This design comes from an exercise in tuning for small area, a short achievable clock period and few clock cycles per item on the open sky130 flow, not from production work. Function was not checked in any run shown here: the RTL went through the layout flow alone.

==> flow/design.v, too long to show whole: its modules and the start of the top module <==
// module mont_redc_ws: 1261 lines
module mont_redc_ws #(
    parameter int P_WIDTH  = 64,
    parameter int W_WIDTH  = 32,
    parameter int PD_WIDTH = 2 * P_WIDTH,
    parameter int NUM_W    = P_WIDTH / W_WIDTH
) (
    input  logic                clk,
    input  logic                rst_n,
    input  logic                in_valid,
    output logic                in_ready,
    input  logic [PD_WIDTH-1:0] Mul_in,
    input  logic [P_WIDTH-1:0]  N_in,
    input  logic [W_WIDTH-1:0]  Nprime_in,
    output logic                out_valid,
    input  logic                out_ready,
    output logic [P_WIDTH-1:0]  res_out,
    output logic [P_WIDTH:0]    res_raw_out
);
  // ...
==> flow/flow/run.sh <==
#!/bin/bash
cat standard.sh > standard_sh_copy.log
cat config.mk > config_copy.log
export SETUP_SLACK_MARGIN=9
bash standard.sh > standard.log 2>&1
==> flow/standard.sh <==
#!/bin/bash
# synth_recipe.tcl (not shown) runs the flow's synth.tcl, then flattens the netlist and writes it again
# the make line also repeats each setting of config.mk as NAME=value (left out here)
make -C /OpenROAD-flow-scripts/flow DESIGN_CONFIG=/design/flow/config.mk WORK_HOME=/design/flow/orfs CLKGATE_MAP_FILE= SYNTH_SCRIPT=/design/flow/synth_recipe.tcl "${@:-finish}"
==> flow/config.mk <==
export PLATFORM = sky130hd
export DESIGN_NAME = mont_redc_ws
export DESIGN_NICKNAME = mont_redc_ws
export VERILOG_FILES = /design/flow/design.v
export SDC_FILE = /design/flow/constraint.sdc
export NUM_CORES = 4
export LEC_CHECK = 0
export CAP_MARGIN = 20
export CORE_MARGIN = 2
export CORE_UTILIZATION = 40
export SLEW_MARGIN = 60
==> flow/constraint.sdc <==
create_clock -name core_clock -period 16.0 [get_ports {clk}]
set_input_delay 3.2000 -clock core_clock [delete_from_list [all_inputs] [get_ports {clk}]]
set_output_delay 3.2000 -clock core_clock [all_outputs]
set_load 0.01 [all_outputs]
==> qor.yml, run 1 <==
layout:
  design_area_um2: 38400
  drive_above_1_share_pct: 10.6
  seq_area_um2: 6530
  final_cell_mix: "565 x inv_1, 389 x fa_1, 334 x clkdlybuf4s50_1"
  nets: 4364
  signal_buffers: 377
  top_regs: "w x66, n_q x64, r x64"
yosys:
  yosys.area_share.simple_pct: 6.71
  synth_adder_area_share_pct: 30.5
  synth-edff-count: 139
  synthCells: 3459
  syn_area_per_cell_um2: 9.63
  synth_fp_nets: 4266
  yosys_warnings: 3
  yosysMostFrequentCell: "inv_1"
global_route:
  overflow: 0
  grt_pass1_vias: 25600
  met3_usage_pct: 3.30
clocking:
  post_cts_buffers: 0
place:
  place_area_um2: 37100
outcome:
  status: "timing/DRC/antenna clean"
detailed_routing:
  wl_met3_mm: 6.67
  via_count: 25100
  wl_met2_mm: 50.7
  wl_per_cell_um: 22.6
  ant_nets: 0
die:
  tapCellCount: 1070
  dieArea_um2: 85600
timing:
  setup_ws_ps: 9230
setup_path:
  critPathCapture: "w[57]"
==> run 2: changes to the inputs <==
--- a/flow/design.v
+++ b/flow/design.v
@@ -44,5 +44,6 @@
     end
     logic [2:0] bd [4];
-    logic [3:0] one, two, neg, nneg, one_a, two_a, neg_a, one_d, two_d, neg_d;
+    logic [3:0] one, two, neg, one_a, two_a, neg_a, one_d, two_d, neg_d;
+    logic [3:0] one_x, two_x, neg_x;
     logic [7:0] q_d;
     logic       qtop_d;
@@ -52,14 +53,17 @@
         assign two_d[j] = (bd[j] == 3'b011) || (bd[j] == 3'b100);
         assign neg_d[j] = bd[j][2];
-        assign nneg[j]  = ~neg[j];
-        assign one_a[j] = one[j] & la_on;
-        assign two_a[j] = two[j] & la_on;
-        assign neg_a[j] = neg[j] & la_on;
+        assign one_a[j] = ~one_x[j] & la_on;
+        assign two_a[j] = ~two_x[j] & la_on;
+        assign neg_a[j] = ~neg_x[j] & la_on;
     end
     logic [64:0] e0, e1, e2, e3;
-    assign e0 = (({65{one[0]}} & {1'b0, n_q}) | ({65{two[0]}} & {n_q, 1'b0})) ^ {65{neg[0]}};
-    assign e1 = (({65{one[1]}} & {1'b0, n_q}) | ({65{two[1]}} & {n_q, 1'b0})) ^ {65{neg[1]}};
-    assign e2 = (({65{one[2]}} & {1'b0, n_q}) | ({65{two[2]}} & {n_q, 1'b0})) ^ {65{neg[2]}};
-    assign e3 = (({65{one[3]}} & {1'b0, n_q}) | ({65{two[3]}} & {n_q, 1'b0})) ^ {65{neg[3]}};
+    assign e0[32:0] = (({33{one[0]}} & n_q[32:0]) | ({33{two[0]}} & {n_q[31:0], 1'b0})) ^ {33{neg[0]}};
+    assign e0[64:33] = (({32{~one_x[0]}} & {1'b0, n_q[63:33]}) | ({32{~two_x[0]}} & n_q[63:32])) ^ {32{~neg_x[0]}};
+    assign e1[32:0] = (({33{one[1]}} & n_q[32:0]) | ({33{two[1]}} & {n_q[31:0], 1'b0})) ^ {33{neg[1]}};
+    assign e1[64:33] = (({32{~one_x[1]}} & {1'b0, n_q[63:33]}) | ({32{~two_x[1]}} & n_q[63:32])) ^ {32{~neg_x[1]}};
+    assign e2[32:0] = (({33{one[2]}} & n_q[32:0]) | ({33{two[2]}} & {n_q[31:0], 1'b0})) ^ {33{neg[2]}};
+    assign e2[64:33] = (({32{~one_x[2]}} & {1'b0, n_q[63:33]}) | ({32{~two_x[2]}} & n_q[63:32])) ^ {32{~neg_x[2]}};
+    assign e3[32:0] = (({33{one[3]}} & n_q[32:0]) | ({33{two[3]}} & {n_q[31:0], 1'b0})) ^ {33{neg[3]}};
+    assign e3[64:33] = (({32{~one_x[3]}} & {1'b0, n_q[63:33]}) | ({32{~two_x[3]}} & n_q[63:32])) ^ {32{~neg_x[3]}};
     logic [63:0] thi_f, nm_f;
     assign thi_f = r & {64{last}};
@@ -295,6 +299,6 @@
     assign t227 = nm_f[57] ^ neg[0] ^ e1[63];
     assign t228 = (nm_f[57] & neg[0]) | (nm_f[57] & e1[63]) | (neg[0] & e1[63]);
-    assign t229 = thi_f[58] ^ nm_f[58] ^ nneg[0];
-    assign t230 = (thi_f[58] & nm_f[58]) | (thi_f[58] & nneg[0]) | (nm_f[58] & nneg[0]);
+    assign t229 = thi_f[58] ^ nm_f[58] ^ neg_x[0];
+    assign t230 = (thi_f[58] & nm_f[58]) | (thi_f[58] & neg_x[0]) | (nm_f[58] & neg_x[0]);
     assign t231 = last ^ thi_f[59];
     assign t232 = last & thi_f[59];
@@ -551,6 +555,6 @@
     assign t483 = t230 ^ e2[63] ^ e3[61];
     assign t484 = (t230 & e2[63]) | (t230 & e3[61]) | (e2[63] & e3[61]);
-    assign t485 = thi_f[60] ^ nm_f[60] ^ nneg[1];
-    assign t486 = (thi_f[60] & nm_f[60]) | (thi_f[60] & nneg[1]) | (nm_f[60] & nneg[1]);
+    assign t485 = thi_f[60] ^ nm_f[60] ^ neg_x[1];
+    assign t486 = (thi_f[60] & nm_f[60]) | (thi_f[60] & neg_x[1]) | (nm_f[60] & neg_x[1]);
     assign t487 = t232 ^ e2[64] ^ e3[62];
     assign t488 = (t232 & e2[64]) | (t232 & e3[62]) | (e2[64] & e3[62]);
@@ -559,6 +563,6 @@
     assign t491 = neg[2] ^ e3[63];
     assign t492 = neg[2] & e3[63];
-    assign t493 = thi_f[62] ^ nm_f[62] ^ nneg[2];
-    assign t494 = (thi_f[62] & nm_f[62]) | (thi_f[62] & nneg[2]) | (nm_f[62] & nneg[2]);
+    assign t493 = thi_f[62] ^ nm_f[62] ^ neg_x[2];
+    assign t494 = (thi_f[62] & nm_f[62]) | (thi_f[62] & neg_x[2]) | (nm_f[62] & neg_x[2]);
     assign t495 = last ^ thi_f[63];
     assign t496 = last & thi_f[63];
@@ -847,6 +851,6 @@
     assign t779 = t494 ^ t635 ^ t634;
     assign t780 = (t494 & t635) | (t494 & t634) | (t635 & t634);
-    assign t781 = nneg[3] ^ t496 ^ t636;
-    assign t782 = (nneg[3] & t496) | (nneg[3] & t636) | (t496 & t636);
+    assign t781 = neg_x[3] ^ t496 ^ t636;
+    assign t782 = (neg_x[3] & t496) | (neg_x[3] & t636) | (t496 & t636);
     assign t783 = la_on ^ neg_a[2];
     assign t784 = la_on & neg_a[2];
@@ -1235,4 +1239,7 @@
         two  <= two_d;
         neg  <= neg_d;
+        one_x <= ~one_d;
+        two_x <= ~two_d;
+        neg_x <= ~neg_d;
     end
     always_ff @(posedge clk) begin
==> flow/run.sh (new file) <==
#!/bin/bash
# synth_recipe.tcl (not shown) runs the flow's synth.tcl, then flattens the netlist and writes it again
# the make line also repeats each setting of config.mk as NAME=value (left out here)
make -C /OpenROAD-flow-scripts/flow DESIGN_CONFIG=/design/flow/config.mk WORK_HOME=/design/flow/orfs CLKGATE_MAP_FILE= SYNTH_SCRIPT=/design/flow/synth_recipe.tcl finish
removed: flow/flow/run.sh
removed: flow/standard.sh
==> run 2 against run 1 <==
Fmax is 4.1% lower. Synthesized area increased by 1.0%. Routed wire length increased by 2.8%. Critical path depth fell by 5. Final area is 1.2% higher. Clock-buffer cell count stayed put. Worst hold slack improved by 8.0 ps. Global-route usage rose by 0.58 points. Non-clock buffer count rose by 1. Synthesized cell count up 2.6%.
==> qor.yml, run 2 <==
outcome:
  status: "timing/DRC/antenna clean"
global_route:
  overflow: 0  # unchanged
  grt_pass1_wl_mm: 162
  grt_max_degree: 91
  grt_pass1_vias: 26200  # +2.2%
  grt_util_all_layers_pct: 24.9
  antenna_found_initial: 2
clocking:
  cts-root-buf: "clkbuf_16"
  h-tree-depth: 2
  clk_latency_ps: 560
  clk_path_buf_depth: 3
  post_cts_resized: 0
  cts_hold_buf: 0
  post_cts_buffers: 0  # unchanged
  cts_tree: "yes"
  cts_made_buffers: 35
  cts_sinks: 266
  cts.clk_slew.worst_paths_ps: 60
yosys:
  synth_top_cell_by_area: "fa_1"
  syn_area_per_cell_um2: 9.48  # -1.6%
  synth_top_cells_by_count: "622 x inv_1, 389 x fa_1, 297 x xnor2_1"
  synth_top_cell_area_share_pct: 23.1
  synthCells: 3550  # +2.6%
  synth_ff_type: "edfxtp_1"
  synth_area_um2: 33600
  yosys_warnings: 3  # unchanged
  ys_ff_latch: 266
  synth-edff-count: 139  # unchanged
  synthArstFlopShare_pct: 0
  seq_area_frac_synth_pct: 20.0
  synth_fp_nets: 4357  # +2.1%
  synth_cell_types: 79
  synthTopCellsByArea: "fa_1 23%, edfxtp_1 12%, xnor2_1 7.7%, dfxtp_1 7.6%, ha_1 7.1%"
  yosysMostFrequentCell: "inv_1"
setup_path:
  critPathLaunchType: "flip-flop"
  r2r-start: "last"
  crit_type: "flip-flop to flip-flop"
  worstPathRequired_ps: 16310
  rrSetupSlack_ps: 8940
  end_kind: "flip-flop"
  reg2reg_depth: 20
  worstPathMaxFanout: 56
  arrival_ps: 7370
  timing.rr.end: "w[63]"
die:
  io_pins: 359
  start_util_pct: 40.3
  die_w_um: 294
  rows: 106
  dieArea_um2: 86400  # +1.0%
  core_area_um2: 83400
  die_h_um: 294
layout:
  final_cell_mix: "621 x inv_1, 389 x fa_1, 334 x clkdlybuf4s50_1"
  fillerInstances: 7976
  top_regs: "w x66, n_q x64, r x64"
  final_common_cell: "inv_1"
  largest_register: "w"
  nets: 4483  # +2.7%
  area_growth_pct: 15.4
  drive_above_1_share_pct: 9.91  # -0.64 points
  largest_reg_flops: 66
timing:
  slew_headroom_pct: 56.4
  setup_ws_ps: 8940  # -290 ps
  tns_ps: 0
  finalClockSkew_ps: 18.1
  rsz0062_at_grt: "false"
  holdWs_ps: 511
  period_share_pct: 44.1
  final-hold-violation-count: 0
  setup_viol_count_final: 0
  worstMarginPinSlew_ps: 650
  slew_violations: 0
  fin_crit_ps: 7060
  fmax_mhz: 142
detailed_routing:
  drt-total-wl_mm: 108
  drc_errors: 0
  ant_nets: 0  # unchanged
  via_count: 25800  # +2.9%
  detailedRoute.firstIterationViolations: 1942
  drt-pass1-iter-count: 5
  wl_per_cell_um: 22.6  # about the same
  viasPerCell: 5.40
place:
  numPortBuffers: 334
  place_ws_ps: 8870
  place_congestion: 0.940
  dpl.hpwl_mm: 83.7
worst_hold_path:
  hold_path_class: "flip-flop to flip-flop"
  hold_end: "last"
  whs_path_depth: 1
  holdCritStartpoint: "cnt[2]"
run:
  max_cap_violations: 0
-- run 2: critical path, cell delays in order, from the launching register on --
cell and delay (ps):
dfxtp_4 680, buf_8 300, buf_12 250, and2_1 190, fa_1 410, inv_1 80, fa_1 410, inv_1 110
fa_1 450, fa_1 530, ha_1 470, inv_2 100, nor4_4 490, nand2_1 90, o211ai_1 500, o21ai_2 220
a211oi_2 430, a21oi_1 220, o41ai_2 440, xnor2_1 110, mux2_2 260
-- run 2: worst max path at each step --
stage	startpoint	slack, ps	cells after the start	end
floorplan	out_ready	7520	2	w[0]
global placement	last	8330	20	w[63]
detailed placement	two[1]	8870	19	w[63]
CTS	two[1]	8860	19	w[63]
global route	last	8600	20	w[63]
finish	last	8940	20	w[63]
-- run 2: final cells by class --
cell class              instances  area [um2]  area share [%]
well taps                    1080        1350            3.48
repair buffers                378        3780            9.73
clock buffers                  47        1010            2.61
flip-flops and latches        266        6770            17.4
diodes                          1        2.50         0.00645
clock inverters                16         209           0.538
multi-input cells            2361       23300            60.0
inverters                     634        2390            6.15
-- run 2: kinds of logic (layout without fill, tap and decap cells) --
logic type	Yosys count	count (layout)	share of synthesized area, %
buffers and inverters	923	1075	11.1
AO/OA/AOI/OAI	651	651	13.0
adder cells (fa/ha/maj)	579	579	30.2
XOR/XNOR	467	467	12.2
AND/OR/NAND/NOR	462	462	6.72
flip-flops	266	266	20.0
multiplexers	202	202	6.76
other	0	1	0
-- run 2: per-stage QoR --
step | instance area (um2) | util, % | instances
floorplan | 33600 | - | 3550
CTS | 38800 | 46.5 | 4780
finish | 38800 | 46.5 | 4783
global route | 38800 | 46.5 | 4782
detailed placement | 37500 | 45.0 | 4717
global placement | 37300 | 44.7 | 4711
-- run 2: metal layers --
metal | GRT usage [%] | vias to the layer above | wire length, um
met4 | 7.25 | 0 | 3300
met3 | 4.28 | 150 | 7820
met1 | 32.8 | 12900 | 45300
met5 | 0 | - | 0
met2 | 41.7 | 961 | 51800
li1 | - | 11800 | -
==> run 3: changes to the inputs <==
--- a/flow/config.mk
+++ b/flow/config.mk
@@ -8,4 +8,4 @@
 export CAP_MARGIN = 20
 export CORE_MARGIN = 2
-export CORE_UTILIZATION = 40
+export CORE_UTILIZATION = 60
 export SLEW_MARGIN = 60
==> run 3 against run 2 <==
Still clean on timing, DRC and antenna. Critical endpoint unchanged. Register-to-register slack lost 180 ps. Synthesized area stayed put. Final area is 1.6% lower.
==> qor.yml, run 3 <==
setup_path:
  reg2reg_depth: 19  # -5.0%
  end_kind: "flip-flop"
  cp_cell_sequence: "buf_4, and2_1, fa_1, inv_1, fa_1, inv_1, fa_1, fa_1, ha_1, nand4_1, nor4_4, o2111ai_1, a21oi_1, o21ai_1, a211oi_2, a21oi_1, o41ai_2, xnor2_1, mux2_2"
  arrival_ps: 7590  # +220 ps
  crit_type: "flip-flop to flip-flop"
  critPathLaunchType: "flip-flop"
  cp_top_family: "adder cells"
  worstPathMaxFanout: 40  # -29%
  cp_common_cell: "fa_1"
  crit_buf_inv: 3  # -2
  worstPathRequired_ps: 16350  # +40 ps
  max_stage_delay_ps: 590  # -90 ps
  worst-path-stages: 19  # -5.0%
  slowest_stage: "dfxtp_4"
die:
  die_h_um: 241  # -18%
  io_pins: 359  # unchanged
  core_area_um2: 55300  # -34%
  dieArea_um2: 58000  # -33%
  start_util_pct: 60.8  # +21 points
  rows: 86  # -19%
  die_w_um: 241  # -18%
detailed_routing:
  via_count: 26600  # +3.2%
  viasPerCell: 5.99  # +11%
  drc_errors: 0  # unchanged
  drt-pass1-iter-count: 6  # +1
  wl_per_cell_um: 23.3  # +3.2%
  drt-total-wl_mm: 104  # -4.1%
  detailedRoute.firstIterationViolations: 2460  # +27%
  ant_nets: 0  # unchanged
timing:
  slew_headroom_pct: 57.6  # +1.3 points
  fin_crit_ps: 7250  # +184 ps
  finalClockSkew_ps: 50.4  # +32.3 ps
  rsz0062_at_grt: "false"
  period_share_pct: 45.3  # +1.2 points
  setup_viol_count_final: 0  # unchanged
  fmax_mhz: 138  # -2.5%
  final-hold-violation-count: 0  # unchanged
  worstMarginPinSlew_ps: 635  # -15.1 ps
  slew_violations: 0  # unchanged
  tns_ps: 0  # unchanged
yosys:
  synthTopCellsByArea: "fa_1 23%, edfxtp_1 12%, xnor2_1 7.7%, dfxtp_1 7.6%, ha_1 7.1%"
  synth_top_cells_by_count: "622 x inv_1, 389 x fa_1, 297 x xnor2_1"
  synth-edff-count: 139  # unchanged
  synth_top_cell_area_share_pct: 23.1  # unchanged
  seq_area_frac_synth_pct: 20.0  # unchanged
  synth_fp_nets: 4357  # unchanged
  synth_cell_types: 79  # unchanged
  synthArstFlopShare_pct: 0  # unchanged
  ys_ff_latch: 266  # unchanged
  syn_area_per_cell_um2: 9.48  # unchanged
  synth_area_um2: 33600  # unchanged
  synthCells: 3550  # unchanged
  yosys_warnings: 3  # unchanged
  yosysMostFrequentCell: "inv_1"
  synth_top_cell_by_area: "fa_1"
  synth_ff_type: "edfxtp_1"
place:
  place_area_um2: 37200  # -1.0%
  placed_cells: 4387  # -7.0%
  numPortBuffers: 334  # unchanged
  dpl.hpwl_mm: 80.4  # -3.9%
  place_congestion: 1.00  # +6.6%
global_route:
  grt_max_degree: 57  # -37%
  grt_pass1_wl_mm: 159  # -2.0%
  grt_pass1_vias: 27900  # +6.6%
  grt_util_all_layers_pct: 36.1  # +11 points
  overflow: 0  # unchanged
  antenna_found_initial: 2  # unchanged
layout:
  nets: 4479  # -0.089%
  final_cell_mix: "620 x inv_1, 389 x fa_1, 334 x clkdlybuf4s50_1"
  final_common_cell: "inv_1"
  fillerInstances: 4471  # -44%
  largest_register: "w"
  drive_above_1_share_pct: 9.58  # -0.34 points
  largest_reg_flops: 66  # unchanged
  fin_cells: 4446  # -7.0%
  design_area_um2: 38200  # -1.6%
  area_growth_pct: 13.6
  top_regs: "w x66, n_q x64, r x64"
clocking:
  cts_hold_buf: 0  # unchanged
  h-tree-depth: 1  # -1
  clk_latency_ps: 640  # +80 ps
  clk_path_buf_depth: 3  # unchanged
  cts.clk_slew.worst_paths_ps: 60  # about the same
  cts_made_buffers: 30  # -14%
  post_cts_resized: 0  # unchanged
  cts_sinks: 266  # unchanged
  post_cts_buffers: 0  # unchanged
  cts-root-buf: "clkbuf_16"
  cts_tree: "yes"
run:
  max_cap_violations: 0  # unchanged
worst_hold_path:
  whs_path_depth: 1  # unchanged
  hold_path_class: "flip-flop to flip-flop"
outcome:
  status: "timing/DRC/antenna clean"
## run 3: cell counts after synthesis
Identical to the previous run, type by type.
## run 3: per-stage QoR
stage / setup slack [ps] / hold WS [ps] / utilization (%)
finish: 8750 / 524 / 69.1
detailed placement: 8880 / 512 / 67.2
global placement: 8790 / 487 / 66.7
global route: 8550 / 539 / 69.1
floorplan: 7520 / 488 / -
CTS: 8840 / 522 / 69.0
## run 3: cell type report
class	instances	area, um2	share of cell area, %
Clock buffer	35	833	2.18
Tap cell	748	936	2.45
Clock inverter	21	168	0.439
Antenna cell	2	5.00	0.0131
Multi-Input combinational cell	2361	23300	61.0
Timing Repair Buffer	379	3830	10.0
Inverter	634	2390	6.26
Sequential cell	266	6740	17.7
## run 3: worst reg2reg max path, cell delays in order (launching register included)
cell	delay [ps]
dfxtp_4	590
buf_4	580
and2_1	260
fa_1	430
inv_1	90
fa_1	410
inv_1	120
fa_1	470
fa_1	510
ha_1	490
nand4_1	230
nor4_4	380
o2111ai_1	200
a21oi_1	510
o21ai_1	330
a211oi_2	420
a21oi_1	210
o41ai_2	390
xnor2_1	130
mux2_2	270
## run 3: path summary, 6_finish.rpt
kind	from	endpoint	slack (ps)
worst min register to register	cnt[2]	last	520
worst min-delay path	cnt[2]	last	520
worst max register to register	m63l	w[63]	8750
worst max-delay path	m63l	w[63]	8750
## run 3: metal layers
metal / track usage, % / up-vias / part of all wire (%)
li1: - / 11800 / -
met4: 16.2 / 0 / 5.0
met1: 47.1 / 13200 / 40
met5: 0 / - / 0
met3: 6.92 / 262 / 8.8
met2: 58.6 / 1315 / 47
## run 3: cell families after synthesis
group | after synthesis | share of synthesized area, %
xor gates and xnor gates | 467 | 12.2
buffers and inverters | 923 | 11.1
adders and majority gates | 579 | 30.2
and+or+nand+nor | 462 | 6.72
DFF | 266 | 20.0
AOI/OAI and AO/OA | 651 | 13.0
muxes | 202 | 6.76
==> run 4: changes to the inputs <==
--- a/flow/config.mk
+++ b/flow/config.mk
@@ -8,4 +8,4 @@
 export CAP_MARGIN = 20
 export CORE_MARGIN = 2
-export CORE_UTILIZATION = 60
-export SLEW_MARGIN = 60
+export CORE_UTILIZATION = 40
+export SLEW_MARGIN = 80
==> run 4 against run 3 <==
Worst hold slack got worse by 9.1 ps. Clock-buffer cell count is 8 higher. Critical path depth up 13. Synthesized area did not move. Routed wire length grew 5.5%. First-iteration DRC count is 18% lower. Setup slack lost 260 ps.
==> qor.yml, run 4 <==
outcome:
  status: "timing/DRC/antenna clean"
worst_hold_path:
  hold_path_class: "flip-flop to flip-flop"
detailed_routing:
  wl_per_cell_um: 22.3  # -4.3%
  drt-total-wl_mm: 110  # +5.5%
  drc_errors: 0  # unchanged
  drt-pass1-iter-count: 8  # +2
  ant_nets: 0  # unchanged
  via_count: 26400  # -0.89%
  viasPerCell: 5.38  # -10%
  detailedRoute.firstIterationViolations: 2006  # -18%
timing:
  tns_ps: 0  # unchanged
  worstMarginPinSlew_ps: 322  # -312 ps
  fmax_mhz: 133  # -3.5%
  setup_viol_count_final: 0  # unchanged
  slew_violations: 0  # unchanged
  holdWs_ps: 515  # -9.05 ps
  rsz0062_at_grt: "false"
  slew_headroom_pct: 78.5  # +21 points
  fin_crit_ps: 7510  # +261 ps
  finalClockSkew_ps: 50.9  # +0.518 ps
  period_share_pct: 46.9  # +1.6 points
  final-hold-violation-count: 0  # unchanged
yosys:
  yosys_warnings: 3  # unchanged
  synth_cell_types: 79  # unchanged
  synth_ff_type: "edfxtp_1"
  synth_top_cell_area_share_pct: 23.1  # unchanged
  synth-edff-count: 139  # unchanged
  ys_ff_latch: 266  # unchanged
  synth_area_um2: 33600  # unchanged
  synthTopCellsByArea: "fa_1 23%, edfxtp_1 12%, xnor2_1 7.7%, dfxtp_1 7.6%, ha_1 7.1%"
  synthArstFlopShare_pct: 0  # unchanged
  synth_top_cells_by_count: "622 x inv_1, 389 x fa_1, 297 x xnor2_1"
  synth_top_cell_by_area: "fa_1"
  synth_fp_nets: 4357  # unchanged
  synthCells: 3550  # unchanged
  seq_area_frac_synth_pct: 20.0  # unchanged
  syn_area_per_cell_um2: 9.48  # unchanged
  yosysMostFrequentCell: "inv_1"
layout:
  fin_cells: 4901  # +10%
  drive_above_1_share_pct: 17.6  # +8.0 points
  fillerInstances: 7725  # +73%
  design_area_um2: 41300  # +8.0%
  largest_register: "w"
  nets: 4599  # +2.7%
  area_growth_pct: 22.6
  top_regs: "w x66, n_q x64, r x64"
  largest_reg_flops: 66  # unchanged
  final_common_cell: "inv_1"
  final_cell_mix: "603 x inv_1, 389 x fa_1, 336 x clkdlybuf4s50_1"
global_route:
  grt_util_all_layers_pct: 25.2  # -11 points
  grt_max_degree: 40  # -30%
  antenna_found_initial: 3  # +1
  grt_pass1_wl_mm: 165  # +4.0%
  grt_pass1_vias: 26800  # -4.0%
  overflow: 0  # unchanged
clocking:
  post_cts_resized: 0  # unchanged
  clk_path_buf_depth: 3  # unchanged
  cts.clk_slew.worst_paths_ps: 60  # about the same
  cts_tree: "yes"
  cts_sinks: 266  # unchanged
  h-tree-depth: 2  # +1
  post_cts_buffers: 0  # unchanged
  cts_hold_buf: 0  # unchanged
  cts_made_buffers: 36  # +20%
  cts-root-buf: "clkbuf_16"
  clk_latency_ps: 590  # -50 ps
die:
  io_pins: 359  # unchanged
  rows: 106  # +23%
  die_w_um: 294  # +22%
  dieArea_um2: 86400  # +49%
  die_h_um: 294  # +22%
  core_area_um2: 83400  # +51%
  start_util_pct: 40.3  # -21 points
setup_path:
  max_stage_delay_ps: 540  # -50 ps
  cp_common_cell: "buf_1"
  worstPathMaxFanout: 19  # -53%
  slowest_stage: "fa_1"
  arrival_ps: 7960  # +370 ps
  crit_type: "flip-flop to flip-flop"
  end_kind: "flip-flop"
  worstPathRequired_ps: 16450  # +100 ps
  critPathLaunchType: "flip-flop"
  rrSetupSlack_ps: 8490  # -260 ps
place:
  numPortBuffers: 334  # unchanged
  place_congestion: 0.940  # -6.2%
  place_area_um2: 39600  # +6.5%
  placed_cells: 4820  # +9.9%
  dpl.hpwl_mm: 87.4  # +8.7%
run:
  max_cap_violations: 0  # unchanged
run 4: cell counts after synthesis:
Identical to the previous run, type by type.
run 4: logic make-up (layout without fill, tap and decap cells):
| group | after synthesis | after routing | synth area share (%) |
|---|---|---|---|
| DFF | 266 | 266 | 20.0 |
| and+or+nand+nor | 462 | 462 | 6.72 |
| AOI/OAI and AO/OA | 651 | 651 | 13.0 |
| xor gates and xnor gates | 467 | 467 | 12.2 |
| buffers and inverters | 923 | 1193 | 11.1 |
| other | 0 | 1 | 0 |
| muxes | 202 | 202 | 6.76 |
| adders and majority gates | 579 | 579 | 30.2 |
run 4: final timing paths:
| path | cells past startpoint | start | end |
|---|---|---|---|
| max | 32 | m63l | w[62] |
| min | 1 | cnt[2] | last |
| max reg2reg | 32 | m63l | w[62] |
| min reg2reg | 1 | cnt[2] | last |
run 4: per-layer routing:
metal | vias up | share of wire [%] | GRT usage, %
li1 | 12000 | - | -
met1 | 13200 | 42 | 33.9
met2 | 1050 | 47 | 41.7
met3 | 170 | 7.1 | 3.73
met4 | 0 | 3.3 | 7.78
met5 | - | 0 | 0
run 4: layout make-up:
| type | count | area [um2] | share of cell area, % |
|---|---|---|---|
| Clock buffer | 43 | 1010 | 2.45 |
| Sequential cell | 266 | 6860 | 16.6 |
| Tap cell | 1080 | 1350 | 3.28 |
| Clock inverter | 23 | 243 | 0.588 |
| Timing Repair Buffer | 493 | 5010 | 12.2 |
| Multi-Input combinational cell | 2361 | 24400 | 59.1 |
| Antenna cell | 1 | 2.50 | 0.00607 |
| Inverter | 634 | 2410 | 5.85 |
run 4: worst max-delay path: cells and delay by family (launching register included):
family / cells / cell delay [ps]
compound gates: 4 / 740
flops: 1 / 320
fa+ha+maj: 5 / 2510
buf+inv: 16 / 2390
simple gates: 7 / 1360
run 4: stage by stage:
step | setup slack [ps] | util [%]
floorplan | 7520 | -
global placement | 8330 | 44.7
detailed placement | 8680 | 47.5
CTS | 8670 | 49.0
global route | 8180 | 49.5
finish | 8490 | 49.5

-- static timing again, ports no longer ideal --
The flow's constraints put no driver on any port. The routed layouts listed below were extracted and timed again, unchanged, in two steps. Step 1, drivers: a clkbuf_16 drives clk and a buf_2 each remaining input, both assumed. Step 2 also shifts input and output timing later by t, the mid clock arrival at the registers, as if the neighbouring blocks saw the same clock. Three values: ideal ports, drivers, drivers and shift; two values: the first two.
| run | shift t [ns] | slack for setup (ns) | hold slack, ns | worst data-port slew with drivers (ns) |
|---|---|---|---|---|
| run 1 | 0.667 | 9.226 / 9.226 / 9.226 | 0.503 / 0.503 / 0.503 | 0.13 |
| run 2 | 0.625 | 8.937 / 8.937 / 8.937 | 0.511 / 0.511 / 0.511 | 0.08 |
| run 3 | 0.674 | 8.752 / 8.752 / 8.752 | 0.524 / 0.524 / 0.524 | 0.05 |
| run 4 | 0.633 | 8.491 / 8.491 / 8.491 | 0.515 / 0.515 / 0.515 | 0.07 |
After both steps every run listed still meets setup and hold.
